This design comes from an exercise in tuning for small area, a short achievable clock period and few clock cycles on the open sky130 flow, not from production work.
No run shown here included a check of the RTL's function; only the layout flow was run.
Power is estimated from default activity; no workload was simulated.

==> flow/design.v, too long to show whole: its modules and the start of the top module <==
// module requant_argmax_pipe: 1590 lines
module requant_argmax_pipe #(
  parameter int ACC_W       = 25,
  parameter int OUT_W       = 8,
  parameter int MULT_W      = 16,
  parameter int SHIFT_W     = 5,
  parameter int NUM_CLASSES = 10,
  parameter int IDX_W       = $clog2(NUM_CLASSES)
) (
  input  logic                     clk,
  input  logic                     rst_n,
  input  logic                     cfg_load,
  input  logic signed [ACC_W-1:0]  cfg_bias,
  input  logic        [MULT_W-1:0] cfg_mult,
  input  logic       [SHIFT_W-1:0] cfg_shift,
  input  logic                     cfg_round,
  input  logic signed [OUT_W-1:0]  cfg_offset,
  input  logic signed [OUT_W-1:0]  cfg_min,
  input  logic signed [OUT_W-1:0]  cfg_max,
  output logic                     busy,
  input  logic                     in_valid,
  output logic                     in_ready,
  input  logic signed [ACC_W-1:0]  in_data,
  input  logic                     in_last,
  output logic                     out_valid,
  input  logic                     out_ready,
  output logic signed [OUT_W-1:0]  out_data,
  output logic                     out_last,
  output logic                     argmax_valid,
  output logic        [IDX_W-1:0]  argmax_idx,
  output logic signed [OUT_W-1:0]  argmax_val
);
  // ...
==> flow/flow/run.sh <==
#!/bin/bash
# The standard ORFS layout (standard.sh), with two changes to how it is
# made: repair_timing aims for 8.5 ns of setup slack at the design's clock
# period, and the port buffers are buf_2.
set -euo pipefail
bash standard.sh SETUP_SLACK_MARGIN=8.5 "BUFFER_PORTS_ARGS=-buffer_cell sky130_fd_sc_hd__buf_2" finish > standard_flow.log 2>&1
==> flow/standard.sh <==
#!/bin/bash
# synth_recipe.tcl (not shown) runs the flow's synth.tcl, then flattens the netlist and writes it again
# the make line also repeats each setting of config.mk as NAME=value (left out here)
make -C /OpenROAD-flow-scripts/flow DESIGN_CONFIG=/design/flow/config.mk WORK_HOME=/design/flow/orfs CLKGATE_MAP_FILE= SYNTH_SCRIPT=/design/flow/synth_recipe.tcl "${@:-finish}"
==> flow/config.mk <==
export PLATFORM = sky130hd
export DESIGN_NAME = requant_argmax_pipe
export DESIGN_NICKNAME = requant_argmax_pipe
export VERILOG_FILES = /design/flow/design.v
export SDC_FILE = /design/flow/constraint.sdc
export NUM_CORES = 4
export LEC_CHECK = 0
export CAP_MARGIN = 20
export CORE_MARGIN = 2
export CORE_UTILIZATION = 40
export CTS_CLUSTER_DIAMETER = 80
export CTS_CLUSTER_SIZE = 25
export SLEW_MARGIN = 20
==> flow/constraint.sdc <==
create_clock -name core_clock -period 12.0 [get_ports {clk}]
set_input_delay 2.4000 -clock core_clock [delete_from_list [all_inputs] [get_ports {clk}]]
set_output_delay 2.4000 -clock core_clock [all_outputs]
set_load 0.01 [all_outputs]
==> impl_metrics.py, run 1 <==
metrics = {
    "cells_and_area": {
        "area_delta_synth_final_pct": 12.5,
        "final_cell_area_um2": 30000,
        "clockNetworkAreaShare": 0.0295,
        "nNetsFinal": 3354,
        "nonClockBufferCount": 197,
    },
    "power_and_ir_drop": {
        "power.switching_w": 0.00305,
        "power_leader": "combinational cells",
        "p_total_w": 0.00685,
        "pg_clk_w": 0.000944,
    },
    "global_route": {
        "grt_use_total": 0.229,
        "busiest_layer": "met2",
        "antenna_found_initial": 1,
    },
    "clock_tree": {
        "clkLatencyLatePin_ns": 0.59,
        "cts_resized": 122,
        "clkTransAtPathRegs_ns": 0.09,
        "cts_hold_buffers": 0,
        "root_buffer": "clkbuf_16",
    },
    "synth": {
        "synth_most_common_cell": "dfxtp_1",
        "synth_edf_count": 54,
        "synthCells": 2882,
        "synth-xor-area-share": 0.0928,
    },
    "worst_setup_path": {
        "cp.required_ns": 12.49,
        "end_kind": "flop",
    },
    "run_status": {
        "outcome": "no timing/DRC/antenna violations",
    },
    "route": {
        "drc_errors": 0,
        "viasPerCell": 5.75,
    },
    "placement": {
        "post-place-ws_ns": 6.88,
    },
    "floorplan": {
        "initial_core_util": 0.404,
        "tap_cells": 864,
    },
    "hold_path": {
        "min_path_cells": 0,
    },
    "job": {
        "max_cap_viol_count": 0,
    },
    "timing": {
        "final.setup.worst_slack_ns": 7.23,
    },
}
==> run 2: changes to the inputs <==
--- a/flow/design.v
+++ b/flow/design.v
@@ -72,26 +72,25 @@
       bneg_q   <= bneg_d;
       shift_q  <= cfg_shift;
       rc_q     <= cfg_round && (cfg_shift != '0);
       offset_q <= cfg_offset;
       min_q    <= cfg_min;
       max_q    <= cfg_max;
     end
   end
-  logic signed [24:0] d_q;
   logic signed [25:0] s_q;
   logic        [41:0] pa_q, pb_q;
   logic        [10:0] u_q;
   logic               fits_q, sgn_q;
-  logic               vd_q, vs_q, vt_q, vu_q;
-  logic               ld_q, ls_q, lt_q, lu_q;
+  logic               vs_q, vt_q, vu_q;
+  logic               ls_q, lt_q, lu_q;
   logic signed [25:0] s_sum;
   logic        [25:0] sadd_a, sadd_b;
-  assign sadd_a = {d_q[24], d_q};
+  assign sadd_a = {in_data[24], in_data};
   assign sadd_b = {bias_q[24], bias_q};
   logic [25:0] sad_g0, sad_p0;
   assign sad_g0 = sadd_a & sadd_b;
   assign sad_p0 = sadd_a ^ sadd_b;
   logic sad_G1; assign sad_G1 = sad_g0[1] | (sad_p0[1] & sad_g0[0]);
   logic sad_G2; assign sad_G2 = sad_g0[3] | (sad_p0[3] & sad_g0[2]);
   logic sad_P2; assign sad_P2 = sad_p0[3] & sad_p0[2];
   logic sad_G3; assign sad_G3 = sad_g0[5] | (sad_p0[5] & sad_g0[4]);
@@ -1265,17 +1264,17 @@
   assign pb = {mul_w390, mul_w388, mul_w386, mul_w384, mul_w382, mul_w380, mul_w378, mul_w376, mul_w374, mul_w372, mul_w370, mul_w368, mul_w366, mul_w364, mul_w362, mul_w360, mul_w358, mul_w356, mul_w354, mul_w352, mul_w350, mul_w348, mul_w346, mul_w344, mul_w342, mul_w340, mul_w338, mul_w336, mul_w334, mul_w332, mul_w330, mul_w328, mul_w326, mul_w324, mul_w322, mul_w320, mul_w318, mul_w316, mul_w314, mul_neg1, 1'b0, mul_neg0};
   logic signed [41:0] p;
   logic        [41:0] x0;
   logic        [25:0] x1;
   logic        [17:0] x2;
   logic        [13:0] x3;
   logic        [11:0] x4;
   logic        [10:0] x5;
-  logic        [32:0] msk;
+  logic        [31:0] dif, msk;
   logic               sg, fits_d;
   logic [41:0] cpa_g0, cpa_p0;
   assign cpa_g0 = pa_q & pb_q;
   assign cpa_p0 = pa_q ^ pb_q;
   logic cpa_G1; assign cpa_G1 = cpa_g0[1] | (cpa_p0[1] & cpa_g0[0]);
   logic cpa_G2; assign cpa_G2 = cpa_g0[3] | (cpa_p0[3] & cpa_g0[2]);
   logic cpa_P2; assign cpa_P2 = cpa_p0[3] & cpa_p0[2];
   logic cpa_G3; assign cpa_G3 = cpa_g0[5] | (cpa_p0[5] & cpa_g0[4]);
@@ -1448,18 +1447,19 @@
   always_comb begin
     sg     = p[41];
     x0     = {p[40:0], 1'b0};
     x1     = shift_q[4] ? x0[41:16] : x0[25:0];
     x2     = shift_q[3] ? x1[25:8] : x1[17:0];
     x3     = shift_q[2] ? x2[17:4] : x2[13:0];
     x4     = shift_q[1] ? x3[13:2] : x3[11:0];
     x5     = shift_q[0] ? x4[11:1] : x4[10:0];
-    for (int j = 0; j < 33; j++) msk[j] = (6'(j) >= {1'b0, shift_q});
-    fits_d = (&(p[41:9] | ~msk)) || !(|(p[41:9] & msk));
+    dif    = p[40:9] ^ {32{sg}};
+    for (int j = 0; j < 32; j++) msk[j] = (5'(j) >= shift_q);
+    fits_d = ~|(dif & msk);
   end
   logic signed [11:0] kx, hi_d, lo_d, hi_q, lo_q;
   logic               mm_q;
   logic        [8:0]  t9;
   logic               gt, lt, selmax, selmin;
   logic signed [7:0]  res;
   always_comb begin
     kx     = $signed({{3{offset_q[7]}}, offset_q, rc_q});
@@ -1468,123 +1468,113 @@
     t9     = u_q[8:0] + {offset_q, rc_q};
     gt     = $signed({u_q[10], u_q}) >= hi_q;
     lt     = $signed({u_q[10], u_q}) < lo_q;
     selmax = mm_q || (!fits_q && !sgn_q) || (fits_q && gt);
     selmin = (!fits_q && sgn_q) || (fits_q && lt);
     res    = selmax ? max_q : selmin ? min_q : t9[8:1];
   end
   always_ff @(posedge clk) begin
-    d_q    <= in_data;
-    ld_q   <= in_last;
     s_q    <= s_sum;
-    ls_q   <= ld_q;
+    ls_q   <= in_last;
     pa_q   <= pa;
     pb_q   <= pb;
     lt_q   <= ls_q;
     u_q    <= x5;
     fits_q <= fits_d;
     sgn_q  <= sg;
     lu_q   <= lt_q;
     hi_q   <= hi_d;
     lo_q   <= lo_d;
     mm_q   <= min_q > max_q;
   end
   logic              rdy_q, busy_q;
   logic        [2:0] n_q, n_d;
-  logic              acc, dlv, busy_d, rdy_d;
-  logic              ov_q, ol_q;
-  logic signed [7:0] od_q;
-  logic        [8:0] mem_q [0:5];
-  logic        [5:0] rp_q, wp_q;    
-  logic        [2:0] c_q;
-  logic        [8:0] rd0, rd1, newb, hnext;
-  logic        [5:0] rp1;
+  logic              acc, dlv, ld_head, hv_q, hl_q, busy_d, rdy_d;
+  logic signed [7:0] hd_q;
+  logic        [8:0] buf_q [0:3];
+  logic        [2:0] rp_q, wp_q, bc_q;
+  logic              to_buf, from_buf;
+  logic        [8:0] bhead;
   assign in_ready  = rdy_q;
   assign busy      = busy_q;
-  assign out_valid = ov_q;
-  assign out_data  = od_q;
-  assign out_last  = ol_q;
+  assign out_valid = hv_q;
+  assign out_data  = hd_q;
+  assign out_last  = hl_q;
   always_comb begin
-    acc    = in_valid && rdy_q;
-    dlv    = ov_q && out_ready;
-    n_d    = n_q + 3'(acc) - 3'(dlv);
-    busy_d = acc || (n_q > 3'd1) || ((n_q == 3'd1) && !dlv);
-    rdy_d  = (n_q < 3'd5) || ((n_q == 3'd5) && (dlv || !acc)) || ((n_q == 3'd6) && dlv && !acc);
-    rp1    = {rp_q[4:0], rp_q[5]};
-    rd0    = '0;
-    rd1    = '0;
-    for (int i = 0; i < 6; i++) begin
-      rd0 = rd0 | (mem_q[i] & {9{rp_q[i]}});
-      rd1 = rd1 | (mem_q[i] & {9{rp1[i]}});
-    end
-    newb   = {res, lu_q};
-    hnext  = dlv ? ((c_q >= 3'd2) ? rd1 : newb) : ((c_q >= 3'd1) ? rd0 : newb);
+    acc      = in_valid && rdy_q;
+    dlv      = hv_q && out_ready;
+    n_d      = n_q + 3'(acc) - 3'(dlv);
+    busy_d   = acc || (n_q > 3'd1) || ((n_q == 3'd1) && !dlv);
+    rdy_d    = (n_q < 3'd4) || ((n_q == 3'd4) && (dlv || !acc)) || ((n_q == 3'd5) && dlv && !acc);
+    ld_head  = dlv || !hv_q;
+    from_buf = ld_head && (bc_q != '0);
+    to_buf   = vu_q && !(ld_head && bc_q == '0);
+    bhead    = buf_q[rp_q];
   end
   always_ff @(posedge clk) begin
     if (!rst_n) begin
       n_q    <= '0;
       rdy_q  <= 1'b1;
       busy_q <= 1'b0;
-      vd_q   <= 1'b0;
       vs_q   <= 1'b0;
       vt_q   <= 1'b0;
       vu_q   <= 1'b0;
-      ov_q   <= 1'b0;
-      rp_q   <= 6'd1;
-      wp_q   <= 6'd1;
-      c_q    <= '0;
+      hv_q   <= 1'b0;
+      rp_q   <= '0;
+      wp_q   <= '0;
+      bc_q   <= '0;
     end else begin
       n_q    <= n_d;
       rdy_q  <= rdy_d;
       busy_q <= busy_d;
-      vd_q   <= acc;
-      vs_q   <= vd_q;
+      vs_q   <= acc;
       vt_q   <= vs_q;
       vu_q   <= vt_q;
-      ov_q   <= dlv ? ((c_q >= 3'd2) || vu_q) : ((c_q >= 3'd1) || vu_q);
-      if (dlv)  rp_q <= rp1;
-      if (vu_q) wp_q <= {wp_q[4:0], wp_q[5]};
-      c_q    <= c_q + 3'(vu_q) - 3'(dlv);
+      if (ld_head) hv_q <= (bc_q != '0) || vu_q;
+      if (from_buf) rp_q <= 3'(rp_q[1:0] + 2'd1);
+      if (to_buf)   wp_q <= 3'(wp_q[1:0] + 2'd1);
+      bc_q <= bc_q + 3'(to_buf) - 3'(from_buf);
     end
   end
   always_ff @(posedge clk) begin
-    od_q <= hnext[8:1];
-    ol_q <= hnext[0];
-    for (int i = 0; i < 6; i++)
-      if (vu_q && wp_q[i]) mem_q[i] <= newb;
+    if (ld_head) begin
+      hd_q <= from_buf ? bhead[8:1] : res;
+      hl_q <= from_buf ? bhead[0] : lu_q;
+    end
+    if (to_buf) buf_q[wp_q] <= {res, lu_q};
   end
   logic                    hs, in_win, take;
   logic        [CW-1:0]    cnt_q, cnt_d;
   logic        [IDX_W-1:0] cand_idx_q, cand_idx_d, am_idx_q;
   logic signed [OUT_W-1:0] cand_val_q, cand_val_d, am_val_q;
   logic                    am_valid_q;
   assign argmax_valid = am_valid_q;
   assign argmax_idx   = am_idx_q;
   assign argmax_val   = am_val_q;
   always_comb begin
-    hs         = ov_q && out_ready;
+    hs         = hv_q && out_ready;
     in_win     = cnt_q < CW'(NUM_CLASSES);
-    take       = hs && in_win && (cnt_q == '0 || od_q > cand_val_q);
+    take       = hs && in_win && (cnt_q == '0 || hd_q > cand_val_q);
     cand_idx_d = take ? cnt_q[IDX_W-1:0] : cand_idx_q;
-    cand_val_d = take ? od_q : cand_val_q;
-    cnt_d      = !hs ? cnt_q : ol_q ? '0 : in_win ? cnt_q + CW'(1) : cnt_q;
+    cand_val_d = take ? hd_q : cand_val_q;
+    cnt_d      = !hs ? cnt_q : hl_q ? '0 : in_win ? cnt_q + CW'(1) : cnt_q;
   end
   always_ff @(posedge clk) begin
     if (!rst_n) begin
       cnt_q      <= '0;
       cand_idx_q <= '0;
       cand_val_q <= OMIN;
       am_valid_q <= 1'b0;
       am_idx_q   <= '0;
       am_val_q   <= OMIN;
     end else begin
       cnt_q      <= cnt_d;
       cand_idx_q <= cand_idx_d;
       cand_val_q <= cand_val_d;
-      am_valid_q <= hs && ol_q;
-      if (hs && ol_q) begin
+      am_valid_q <= hs && hl_q;
+      if (hs && hl_q) begin
         am_idx_q <= cand_idx_d;
         am_val_q <= cand_val_d;
       end
     end
   end
 endmodule
==> flow/flow/run.sh (replaced) <==
#!/bin/bash
# The standard ORFS layout (standard.sh), with two changes to how it is
# made: repair_timing aims for 8.35 ns of setup slack at the design's clock
# period, and the port buffers are buf_2.
set -euo pipefail
bash standard.sh SETUP_SLACK_MARGIN=8.35 "BUFFER_PORTS_ARGS=-buffer_cell sky130_fd_sc_hd__buf_2" finish > standard_flow.log 2>&1
==> impl_metrics.py, run 2 <==
metrics = {
    "global_route": {
        "grt_pass1_wl_um": 111000,
        "grt_use_total": 0.218,
        "grt.overflow.total": 0,
        "grt_max_degree": 125,
        "grt_pass1_vias": 20108,
        "antenna_found_initial": 1,
    },
    "cells_and_area": {
        "final_util": 0.459,
        "nNetsFinal": 3161,
        "drive_gt1_frac": 0.163,
        "top_regs": "pa_q x42, pb_q x41, buf_q x36",
        "regMostFlops": "pa_q",
        "antennaDiodeCount": 0,
        "final_cell_mix": "inv_1 (255), nand2_1 (245), dfxtp_1 (245), a22oi_1 (200), fa_1 (177)",
        "largest_register_ffs": 42,
        "final_common_cell": "inv_1",
        "finalNonFillerCells": 3554,
        "area_delta_synth_final_pct": 13.6,
    },
    "worst_setup_path": {
        "cp.required_ns": 12.48,
        "worst-setup-path-type": "input port to flop",
        "reg2reg_depth": 18,
        "r2r_start": "pb_q[0]$_DFF_P_",
        "r2r-end": "u_q[10]$_DFF_P_",
        "startpoint_type": "input port",
        "r2r_slack_ns": 8.11,
        "critPathArrivalTime_ns": 4.92,
        "end_kind": "flop",
        "critPathMaxFanout": 4,
    },
    "synth": {
        "ys.flop_type": "dfxtp_1",
        "synth_commonest_cells": "dfxtp_1 (273), inv_1 (264), nand2_1 (250), a22oi_1 (200), fa_1 (183)",
        "ys_ff_latch": 318,
        "synth_most_common_cell": "dfxtp_1",
        "yosysTopAreaCellShare": 0.219,
        "synth_nets": 3120,
        "async_flop_share": 0,
        "synthCells": 2660,
        "yosysWarnings": 1,
        "synth_area_per_cell_um2": 9.38,
        "ys_types": 90,
        "synth_edf_count": 45,
        "synth_top_cell_by_area": "dfxtp_1",
        "ys_seq_area_frac": 0.273,
        "synth_area_leaders": "dfxtp_1 (22%), fa_1 (15%), ha_1 (8.8%)",
        "syn_area_um2": 24900,
    },
    "placement": {
        "port_buffers": 126,
        "dp_hpwl_um": 49700,
        "dp.cells": 3458,
        "place_congestion": 0.856,
    },
    "clock_tree": {
        "htree_levels": 1,
        "cts_num_sinks": 318,
        "tritoncts.num_buffers": 23,
        "cts.path.max_buffers": 3,
        "cts_tree": "yes",
        "root_buffer": "clkbuf_16",
        "clkTransAtPathRegs_ns": 0.10,
        "clkLatencyLatePin_ns": 0.58,
    },
    "power_and_ir_drop": {
        "power.switching_w": 0.00293,
        "p_clk_frac": 0.139,
        "swShare": 0.455,
        "p_seq_frac": 0.255,
        "combPwrFrac": 0.606,
        "cellPowerDensity_nw_per_um2": 227,
        "intPower_w": 0.00351,
        "ir_worst_vdd_mv": 0.135,
        "p_leak_nw": 12.0,
    },
    "timing": {
        "drv_slew": 0,
        "final.period_utilization": 0.370,
        "maxSlewHeadroom": 0.229,
        "hold_viol_final": 0,
        "holdWs_ns": 0.336,
        "min_period_ns": 4.44,
        "skew_ns": 0.0221,
        "setup_tns_ns": 0,
        "fmax_mhz": 225,
        "rsz0062_at_grt": "yes",
        "worst_pin_slew_ns": 1.16,
        "setup_viol_count_final": 0,
    },
    "route": {
        "dr.pass1.iters": 7,
        "vias": 19525,
        "viasPerCell": 5.49,
        "routed_wl_um": 71900,
        "drtIter0Drc": 1549,
        "post_drt_wl_per_cell_um": 20.2,
        "drc_errors": 0,
        "drtAntennaViolNets": 0,
    },
    "hold_path": {
        "worstHoldStart": "ls_q$_DFF_P_",
        "min_path_cells": 0,
        "hold_class": "flop to flop",
        "worstHoldEndpoint": "lt_q$_DFF_P_",
    },
    "floorplan": {
        "coreArea_um2": 61700,
        "initial_core_util": 0.404,
        "die_area_um2": 64400,
        "row_count": 91,
        "die_w_um": 254,
        "die_height_um": 254,
        "ios": 127,
    },
    "run_status": {
        "outcome": "no timing/DRC/antenna violations",
    },
    "job": {
        "max_cap_viol_count": 0,
    },
}
[run 2: cell count changes in the layout (fill, tap and decap cells not counted), moves of 19 or more]
| cell | delta |
|---|---|
| nor2_1 | -73 |
| nor2b_1 | +19 |
| o21ai_0 | -21 |
| a21boi_0 | +64 |
| a21oi_1 | -94 |
| a22oi_1 | -56 |
| buf_4 | +40 |
| buf_6 | -28 |
[run 2: final cells by class]
| cell class | instances | area (µm²) |
|---|---|---|
| timing repair buffer | 213 | 1350 |
| sequential | 318 | 6850 |
| multi-input combinational | 1879 | 17200 |
| clock inverter | 18 | 287 |
| clock buffer | 23 | 576 |
| inverter | 266 | 1020 |
| fill | 5843 | 33400 |
| tap | 837 | 1050 |
[run 2: kinds of logic (layout without fill, tap and decap cells)]
| group | count (synthesis) | count (layout) | share of synthesized area |
|---|---|---|---|
| AOI/OAI and AO/OA | 621 | 621 | 0.181 |
| xor gates and xnor gates | 295 | 295 | 0.104 |
| adders and majority gates | 358 | 358 | 0.235 |
| buffers and inverters | 464 | 520 | 0.0703 |
| DFF | 318 | 318 | 0.273 |
| muxes | 62 | 62 | 0.0339 |
| and+or+nand+nor | 542 | 543 | 0.103 |
[run 2: critical path, cell delays in order]
cell and delay (ns):
buf_6 0.10, ha_4 0.14, inv_2 0.05, fa_2 0.23
inv_2 0.05, a21o_1 0.17, a21o_1 0.17, a21o_1 0.15
a21o_1 0.19, a21oi_4 0.18, o21ai_4 0.08, a221oi_4 0.33
o21ai_4 0.11, o211ai_1 0.26, a21oi_2 0.10, o21ba_2 0.21
[run 2: how the worst max path moves through the flow]
stage | startpoint | endpoint | slack, ns
after detailed placement | in_data[0] | s_q[24]$_DFF_P_ | 6.73
after global placement | in_data[0] | s_q[23]$_DFF_P_ | 6.81
after CTS | in_data[0] | s_q[23]$_DFF_P_ | 7.59
final | in_data[0] | s_q[23]$_DFF_P_ | 7.56
after floorplan | in_data[0] | s_q[23]$_DFF_P_ | 7.23
after global routing | in_data[0] | s_q[23]$_DFF_P_ | 7.47
[run 2: timing repair]
action	CTS	global route
pin swaps	37	33
hold buffers	0	0
resized for setup	70	67
setup buffers	31	22
endpoints found under the setup margin	59	90
gates cloned	0	2
[run 2: layer usage]
layer  up-vias  wire, µm  GRT usage
li1       9125         -          -
met4         2      2120     0.0696
met5         -        13          0
met3       143      4220     0.0336
met2       660     33800      0.362
met1      9595     31700      0.291
[run 2: power by group through the flow]
stage	Clock (W)	Sequential, W	Combinational, W
floorplan	0	0.00150	0.00263
finish	0.000892	0.00164	0.00390
detailed placement	0	0.00165	0.00356
global placement	0	0.00165	0.00348
global route	0.000954	0.00167	0.00433
CTS	0.000917	0.00163	0.00373
[run 2: per-stage QoR]
stage / worst slack [ns] / total power, W / instance area [µm²]
6_report: 7.56 / 0.00644 / 28300
3_3_place_gp: 6.81 / 0.00513 / 26400
4_1_cts: 7.59 / 0.00629 / 27900
5_1_grt: 7.47 / 0.00695 / 28300
3_5_place_dp: 6.73 / 0.00521 / 26400
2_1_floorplan: 7.23 / 0.00414 / 25300

==> afterwards: timing with drivers on the ports <==
Ports are ideal in the flow. The routed layouts listed here were re-timed in OpenROAD. Step 1: set_driving_cell puts a clkbuf_16 on clk and a buf_2 on each other input, an assumption about the parent block. Step 2 adds t to the input delays and takes it off the output delays; t is the mean of the earliest and latest rising clock arrival at the registers after step 1. Input paths then give back, and output paths get back, about the clock's delay inside the block. Three values: ideal ports, drivers, drivers and shift; two values: the first two.
run | t (ns) | setup WS [ns] | worst data-port slew with drivers (ns)
run 1 | 0.634 | 7.231 / 7.231 / 7.231 | 0.09
run 2 | 0.631 | 7.557 / 7.584 / 6.953 | 0.13
After both steps setup and hold are still met in every run listed. For run 2, which loses most, drivers alone change the setup slack by +0.027 ns; drivers and shift together by -0.604 ns.
